What follows belongs to an exercise in optimizing a design on an open flow for small area and a short achievable clock period; a production flow would make more cautious choices. RTL that was checked went through simulation tests only; none was proved equivalent to the original.

## dehaze_top
module dehaze_top #(
    parameter int image_pixels = (512 * 512)
) (
    input  logic         clk,
    input  logic         rst,
    input  logic         in_valid,
    input  logic [215:0] window,
    input  logic [23:0]  light,
    input  logic [47:0]  inv_light,
    output logic [23:0]  pixel_out,
    output logic         out_valid,
    output logic         done
);
For scale: about 440 flip-flops, about 320 I/O pins, about 41,000 um2 of cells after synthesis.
Settings: LEC_CHECK=0, CAP_MARGIN=20, CORE_MARGIN=2, CORE_UTILIZATION=40, SLEW_MARGIN=20; clock period 9.0 ns.
run.sh (not shown) runs the stock make flow with config.mk's settings and CLKGATE_MAP_FILE= SYNTH_SCRIPT=/design/flow/synth_recipe.tcl, a recipe that flattens the netlist after the stock synthesis.
==> next run, changes <==
--- a/flow/design.v
+++ b/flow/design.v
@@ -14,41 +14,41 @@
         end
     end else begin : g_wire
         assign dout = din;
     end
 endmodule
 `default_nettype wire
 `timescale 1ns/1ps
 `default_nettype none
 module recip_table (
     input  logic [7:0]  s,
-    output logic [15:0] r,
-    output logic [17:0] r3
+    output logic [15:0] r
 );
-    function automatic logic [15:0] recip_entry(input logic [7:0] idx);
-        logic [31:0] th;
-        logic [31:0] den;
-        logic [31:0] quo;
-        th  = 32'd255 - {24'd0, idx};
-        if (th < 32'd25) th = 32'd25;
-        den = (th << 8) + 32'd128;
-        quo = 32'h1000_0000 / den;
-        recip_entry = (quo > 32'd65535) ? 16'hFFFF : quo[15:0];
-    endfunction
-    logic [15:0] rom [256];
-    logic [17:0] rom3 [256];
-    for (genvar k = 0; k < 256; k++) begin : g_rom
-        assign rom[k]  = recip_entry(k);
-        assign rom3[k] = 18'd3 * {2'b00, recip_entry(k)};
-    end
-    assign r  = rom[s];
-    assign r3 = rom3[s];
+    localparam logic [256*16-1:0] table_bits = {
+        256'ha000a000a000a000a000a000a000a000a000a000a000a000a000a000a000a000,
+        256'ha000a000a000a000a000a000a000a000a000a0009a8094f08f808ac086608200,
+        256'h7e007a4076b8736070006d386a6467b0652062b060005e285c005a005800563c,
+        256'h547452c0511c4f884e004c904b2849cc487e473c460044d843b4429a41884080,
+        256'h3f803e883d983cb03bcc3af03a183948387e37ba36fa3640358a34da342e3384,
+        256'h32e0324131a6310d307a2fe02f5c2ed02e482dc42d422cc32c472bce2b582ae2,
+        256'h2a722a002998292828c0285a27f02794273226d32676261a25c02568251124bc,
+        256'h2468241623c42376232822dc2290224821fc21b6216f212a20e620a320612000,
+        256'h1fe01fa11f631f251ee91eae1e741e3c1e001dca1d921d5c1d271cf21cbe1c8b,
+        256'h1c581c261bf51bc41b951b651b371b091adb1ab01a821a571a2c1a0019d819ae,
+        256'h1985195c1934190d18e418bf18991874184f182a180017e217be179b17781756,
+        256'h1734171316f216d116b11691167116521633161415f615d815ba159d15801563,
+        256'h1547152a150f14f314d814bd14a21488146d1453143a1420140713ee13d513bd,
+        256'h13a5138c1375135d1346132f1318130012eb12d512be12a81293127d12681253,
+        256'h123e122a1215120011ec11d811c511b1119e118a117711641151113f112c111a,
+        256'h110710f510e410d210c010af109d108c107b106a105910491038102810181000
+    };
+    assign r = table_bits[16*s +: 16];
 endmodule
 `default_nettype wire
 `timescale 1ns/1ps
 `default_nettype none
 module recover_chan (
     input  logic [7:0] a,
     input  logic [7:0] q,
     input  logic       up,
     output logic [7:0] y
 );
@@ -71,21 +71,21 @@
     output logic [23:0]  pixel_out,
     output logic         out_valid,
     output logic         done
 );
     localparam bit c_sum  = 1'b1;    
     localparam bit c_mean = 1'b0;   
     localparam bit c_sel  = 1'b1;    
     localparam bit c_dark = 1'b1;   
     localparam bit c_rom  = 1'b1;    
     localparam bit c_q    = 1'b1;      
-    localparam bit c_out  = 1'b1;    
+    localparam bit c_out  = 1'b0;    
     localparam int lat = c_sum + c_mean + c_sel + c_dark + c_rom + c_q + c_out;
     localparam int cnt_w = $clog2(image_pixels + 1);
     logic [11:0] sum_r1, sum_g1, sum_b1;
     logic [47:0] il1, il2;
     logic [23:0] p1, a1, p2, a2, p3, a3, p4, a4, a5, a6;
     logic [7:0]  mean_r2, mean_g2, mean_b2;
     logic [7:0]  m3;
     logic [15:0] il3;
     logic [7:0]  s, s4;
     logic [15:0] r, r5;
@@ -1372,21 +1372,22 @@
     assign pick_g = !pick_r && (mean_g2 <= mean_b2);
     assign min_mean = pick_r ? mean_r2 : pick_g ? mean_g2 : mean_b2;
     assign min_inv  = pick_r ? il2[47:32] : pick_g ? il2[31:16] : il2[15:0];
     pipe_delay #(.width(24+48), .en(c_sel)) r_sel (.clk(clk),
         .din({min_mean, min_inv, p2, a2}),
         .dout({m3, il3, p3, a3}));
     assign s = (|dark_prod[23:16]) ? 8'hFF : dark_prod[15:8];
     pipe_delay #(.width(8+48), .en(c_dark)) r_dark (.clk(clk),
         .din({s, p3, a3}),
         .dout({s4, p4, a4}));
-    recip_table rt (.s(s4), .r(r), .r3(r3));
+    recip_table rt (.s(s4), .r(r));
+    assign r3 = {2'b00, r} + {1'b0, r, 1'b0};
     for (genvar c = 0; c < 3; c++) begin : g_diff
         assign up[c] = p4[8*c +: 8] >= a4[8*c +: 8];
         assign d[8*c +: 8] = up[c] ? (p4[8*c +: 8] - a4[8*c +: 8]) : (a4[8*c +: 8] - p4[8*c +: 8]);
     end
     pipe_delay #(.width(16+18+24+3+24), .en(c_rom)) r_rom (.clk(clk),
         .din({r, r3, d, up, a4}),
         .dout({r5, r35, d5, up5, a5}));
     for (genvar i = 0; i < 4; i++) begin : g_digit
         assign h0_0[i] = d5[1:0]   == i[1:0];
         assign h0_1[i] = d5[3:2]   == i[1:0];
After rerunning:
- The changed run went through all stages and came out clean
- design area falls by a little under a tenth
- global-route usage went down by 9.4 points
- setup slack improved by 200 ps
- non-clock buffer count goes down by 68
- area after synthesis fell by a little under a tenth
- critical path depth is lower by 4
- routed wire length fell by well over a third
- via count falls by about a fifth
Function not checked in the first run of this note: the RTL went through the layout flow alone.

-- afterwards: timing with drivers on the ports --
No port has a modelled driver above. Below, the same layouts with a new extraction and two added sets of constraints. Step 1 assumes that a clkbuf_16 drives the clock port and a buf_2 every other input. Step 2 also shifts input and output timing later by t, the mid clock arrival at the registers, as if the neighbouring blocks saw the same clock. Three values: no drivers, after step 1, after step 2; two values: the first two.
run | t (ns) | setup WS [ns] | worst setup path at the end
the first run | 0.694 | 2.583 / 2.630 / 1.936 | input to register
the second run | 0.694 | 2.787 / 2.721 / 2.493 | input to register
After both steps setup and hold are still met in every run listed. The setup slack of the first run, which loses most, moves by +0.047 ns with the drivers and by -0.647 ns with both steps.
